This is an optimization exercise on Yosys and OpenROAD, whose aim is small area, a short achievable clock period and few clock cycles per item, not a production implementation. The RTL was checked by simulation tests, not by an equivalence proof against the original design. Power is estimated from default activity; no workload was simulated.

==> flow/design.v <==
`timescale 1ns/10ps
module dcache (
	input  logic        clk,
	input  logic        rst_n,
	input  logic        dp_ren,
	input  logic        dp_wen,
	input  logic        dp_atomic,
	input  logic        dp_halt,
	input  logic [31:0] dp_addr,
	input  logic [31:0] dp_store,
	output logic        dp_hit,
	output logic [31:0] dp_load,
	output logic        dp_flushed,
	output logic        mem_ren,
	output logic        mem_wen,
	output logic [31:0] mem_addr,
	output logic [31:0] mem_store,
	input  logic        mem_busy,
	input  logic [31:0] mem_load
);
	logic [7:0][1:0][1:0][31:0] dat_q;
	logic [7:0][1:0][25:0] tag_q;
	logic [7:0][1:0] valid_q;
	logic [7:0][1:0] dirty_q;
	logic [7:0] lru_q;
	logic res_valid_q;
	logic [31:0] res_addr_q;
	logic [1:0] cnt_q;
	logic halted_q;
	logic fl_word_q;
	logic fl_any_q;
	logic [2:0] fl_set_q;
	logic fl_way_q;
	logic [25:0] a_tag;
	logic [2:0] a_set;
	logic a_w;
	assign a_tag = dp_addr[31:6];
	assign a_set = dp_addr[5:3];
	assign a_w = dp_addr[2];
	logic flush_mode;
	logic access;
	assign flush_mode = halted_q;
	assign access = (dp_ren | dp_wen) & ~flush_mode;
	logic fl_wen;
	logic fl_clr;
	logic [15:0] dmask;
	logic fl_any;
	logic [2:0] fl_set;
	logic fl_way;
	assign fl_wen = halted_q & fl_any_q;
	assign fl_clr = fl_wen & fl_word_q & ~mem_busy;
	always_comb begin
		dmask = valid_q & dirty_q;
		if (fl_clr) begin
			dmask[{fl_set_q, fl_way_q}] = 1'b0;
		end
		fl_any = |dmask;
		fl_set = '0;
		fl_way = 1'b0;
		for (int i = 15; i >= 0; i--) begin
			if (dmask[i]) begin
				fl_set = 3'(i >> 1);
				fl_way = i[0];
			end
		end
	end
	always_ff @(posedge clk) begin
		fl_any_q <= fl_any;
		fl_set_q <= fl_set;
		fl_way_q <= fl_way;
	end
	logic [2:0] r_set;
	logic r_word;
	assign r_set = flush_mode ? fl_set_q : a_set;
	assign r_word = flush_mode ? fl_word_q : (a_w ^ cnt_q[0]);
	logic [25:0] t0, t1;
	logic [31:0] d0, d1;
	assign t0 = tag_q[r_set][0];
	assign t1 = tag_q[r_set][1];
	assign d0 = dat_q[r_set][0][r_word];
	assign d1 = dat_q[r_set][1][r_word];
	logic lru_cur;
	logic vic_dirty;
	logic [1:0] way_hit;
	logic hit;
	logic [7:0] vd_set;
	always_comb begin
		for (int s = 0; s < 8; s++) begin
			vd_set[s] = lru_q[s] ? (valid_q[s][1] & dirty_q[s][1]) : (valid_q[s][0] & dirty_q[s][0]);
		end
	end
	assign lru_cur = lru_q[a_set];
	assign vic_dirty = vd_set[a_set];
	logic [7:0][1:0] match;
	always_comb begin
		for (int s = 0; s < 8; s++) begin
			for (int w = 0; w < 2; w++) begin
				match[s][w] = valid_q[s][w] & (tag_q[s][w] == a_tag);
			end
		end
	end
	assign way_hit = match[a_set];
	assign hit = |way_hit;
	logic x_way;
	logic [25:0] x_tag;
	assign x_way = flush_mode ? fl_way_q : lru_cur;
	assign x_tag = x_way ? t1 : t0;
	logic [1:0] step;
	logic miss;
	logic is_wb;
	logic is_rd;
	logic m_word;
	logic fin;
	assign step = {cnt_q[1] | ~vic_dirty, cnt_q[0]};
	assign miss = access & ~hit;
	assign is_wb = miss & ~step[1];
	assign is_rd = miss & step[1];
	assign m_word = a_w ^ step[1] ^ step[0];
	assign fin = step[1] & step[0];
	logic res_match;
	logic store_ok;
	logic fill_done;
	logic done;
	assign res_match = res_valid_q & (res_addr_q == dp_addr);
	assign store_ok = dp_wen & (~dp_atomic | res_match);
	assign fill_done = is_rd & ~mem_busy;
	assign done = access & (hit | (fin & ~mem_busy));
	assign dp_hit = done;
	assign dp_flushed = halted_q & ~fl_any_q;
	assign mem_ren = is_rd;
	assign mem_wen = is_wb | fl_wen;
	assign mem_addr = {(flush_mode | ~step[1]) ? x_tag : a_tag, r_set,
		flush_mode ? fl_word_q : m_word, 2'b00};
	assign mem_store = x_way ? d1 : d0;
	logic [31:0] ld0, ld1;
	always_comb begin
		if (dp_wen & dp_atomic) begin
			ld0 = {31'b0, res_match};
			ld1 = {31'b0, res_match};
		end else if (fin) begin
			ld0 = mem_load;
			ld1 = mem_load;
		end else begin
			ld0 = d0;
			ld1 = d1;
		end
	end
	assign dp_load = way_hit[1] ? ld1 : ld0;
	logic use_way;
	logic [31:0] wdata;
	logic hit_wr;
	assign use_way = hit ? way_hit[1] : lru_cur;
	assign hit_wr = access & hit & store_ok;
	assign wdata = (hit | (step[0] & store_ok)) ? dp_store : mem_load;
	always_ff @(posedge clk) begin
		for (int s = 0; s < 8; s++) begin
			for (int w = 0; w < 2; w++) begin
				for (int o = 0; o < 2; o++) begin
					if (a_set == 3'(s) && use_way == 1'(w) &&
						((hit_wr && a_w == 1'(o)) || (fill_done && m_word == 1'(o)))) begin
						dat_q[s][w][o] <= wdata;
					end
				end
				if (fill_done && fin && a_set == 3'(s) && lru_cur == 1'(w)) begin
					tag_q[s][w] <= a_tag;
				end
			end
		end
		if (done && dp_ren && dp_atomic) begin
			res_addr_q <= dp_addr;
		end
		if (done) begin
			if (!hit) begin
				dirty_q[a_set][lru_cur] <= store_ok;
			end else if (store_ok) begin
				dirty_q[a_set][use_way] <= 1'b1;
			end
		end
		if (fl_clr) begin
			dirty_q[fl_set_q][fl_way_q] <= 1'b0;
		end
	end
	always_ff @(posedge clk, negedge rst_n) begin
		if (!rst_n) begin
			valid_q <= '0;
			lru_q <= '0;
			res_valid_q <= 1'b0;
			cnt_q <= '0;
			halted_q <= 1'b0;
			fl_word_q <= 1'b0;
		end else begin
			if (dp_halt) begin
				halted_q <= 1'b1;
			end
			if (done) begin
				cnt_q <= '0;
				lru_q[a_set] <= ~use_way;
				if (!hit) begin
					valid_q[a_set][lru_cur] <= 1'b1;
				end
				if (dp_atomic) begin
					res_valid_q <= dp_ren;
				end else if (dp_wen && res_match) begin
					res_valid_q <= 1'b0;
				end
			end else if (miss && !mem_busy) begin
				cnt_q <= cnt_q + 2'd1;
			end
			if (fl_wen && !mem_busy) begin
				fl_word_q <= ~fl_word_q;
			end
		end
	end
endmodule
clock: 7.5 ns
lec_check: 0
abc_area: 1
cap_margin: 20
core_margin: 2
core_utilization: 60
cts_buf_list: sky130_fd_sc_hd__clkbuf_8
setup_slack_margin: 2.4
slew_margin: 20
tns_end_percent: 5
run.sh (not shown) runs the stock make flow with config.mk's settings and CLKGATE_MAP_FILE= SYNTH_SCRIPT=/design/flow/synth_recipe.tcl, a recipe that flattens the netlist after the stock synthesis.
Testbench counts at the start, summed over its fixed seeds: cycles 18,969, accesses 8,000.
Change:
--- a/flow/design.v
+++ b/flow/design.v
@@ -18,9 +18,9 @@
 	input  logic        mem_busy,
 	input  logic [31:0] mem_load
 );
 	logic [7:0][1:0][1:0][31:0] dat_q;
-	logic [7:0][1:0][25:0] tag_q;
+	logic [7:0][1:0][25:0] tagn_q;
 	logic [7:0][1:0] valid_q;
 	logic [7:0][1:0] dirty_q;
 	logic [7:0] lru_q;
 	logic res_valid_q;
@@ -74,10 +74,10 @@
 	assign r_set = flush_mode ? fl_set_q : a_set;
 	assign r_word = flush_mode ? fl_word_q : (a_w ^ cnt_q[0]);
 	logic [25:0] t0, t1;
 	logic [31:0] d0, d1;
-	assign t0 = tag_q[r_set][0];
-	assign t1 = tag_q[r_set][1];
+	assign t0 = ~tagn_q[r_set][0];
+	assign t1 = ~tagn_q[r_set][1];
 	assign d0 = dat_q[r_set][0][r_word];
 	assign d1 = dat_q[r_set][1][r_word];
 	logic lru_cur;
 	logic vic_dirty;
@@ -94,9 +94,9 @@
 	logic [7:0][1:0] match;
 	always_comb begin
 		for (int s = 0; s < 8; s++) begin
 			for (int w = 0; w < 2; w++) begin
-				match[s][w] = valid_q[s][w] & (tag_q[s][w] == a_tag);
+				match[s][w] = valid_q[s][w] & (tagn_q[s][w] == ~a_tag);
 			end
 		end
 	end
 	assign way_hit = match[a_set];
@@ -161,9 +161,9 @@
 						dat_q[s][w][o] <= wdata;
 					end
 				end
 				if (fill_done && fin && a_set == 3'(s) && lru_cur == 1'(w)) begin
-					tag_q[s][w] <= a_tag;
+					tagn_q[s][w] <= ~a_tag;
 				end
 			end
 		end
 		if (done && dp_ren && dp_atomic) begin
Fmax came out higher slightly.
Total power came out higher by roughly a tenth.
Synthesized cell count came out lower by a few percent.
Count of clock-buffer cells in the layout came out higher by 4.
Final area stays flat.
Clock power came out lower slightly.
Testbench counts after the change, summed over its fixed seeds: cycles 18,969, accesses 8,000.

re-timing with driven ports:
How much do the figures lean on ideal ports? The routed layouts below were timed once more, with nothing changed but the port constraints. Step 1 assumes that a clkbuf_16 drives the clock port and a buf_2 every other input. Step 2 times the ports against the registers' clock, not the clock port: input delays grow and output delays shrink by t, the midpoint of the rising clock arrivals with the driver on. Slacks: ideal ports / drivers / drivers and shift; pairs: ideal ports / drivers.
| run | t, ns | setup slack, ns | worst slew at a driven data input, ns | cell pins on the clock port's net |
|---|---|---|---|---|
| the first run | 1.060 | 2.013 / 1.942 / 1.391 | 0.08 | 1 |
| the second run | 1.052 | 2.084 / 2.033 / 1.840 | 0.07 | 1 |
After both steps setup and hold are still met in every run listed. The setup slack of the first run, which loses most, moves by -0.071 ns with the drivers and by -0.622 ns with both steps.
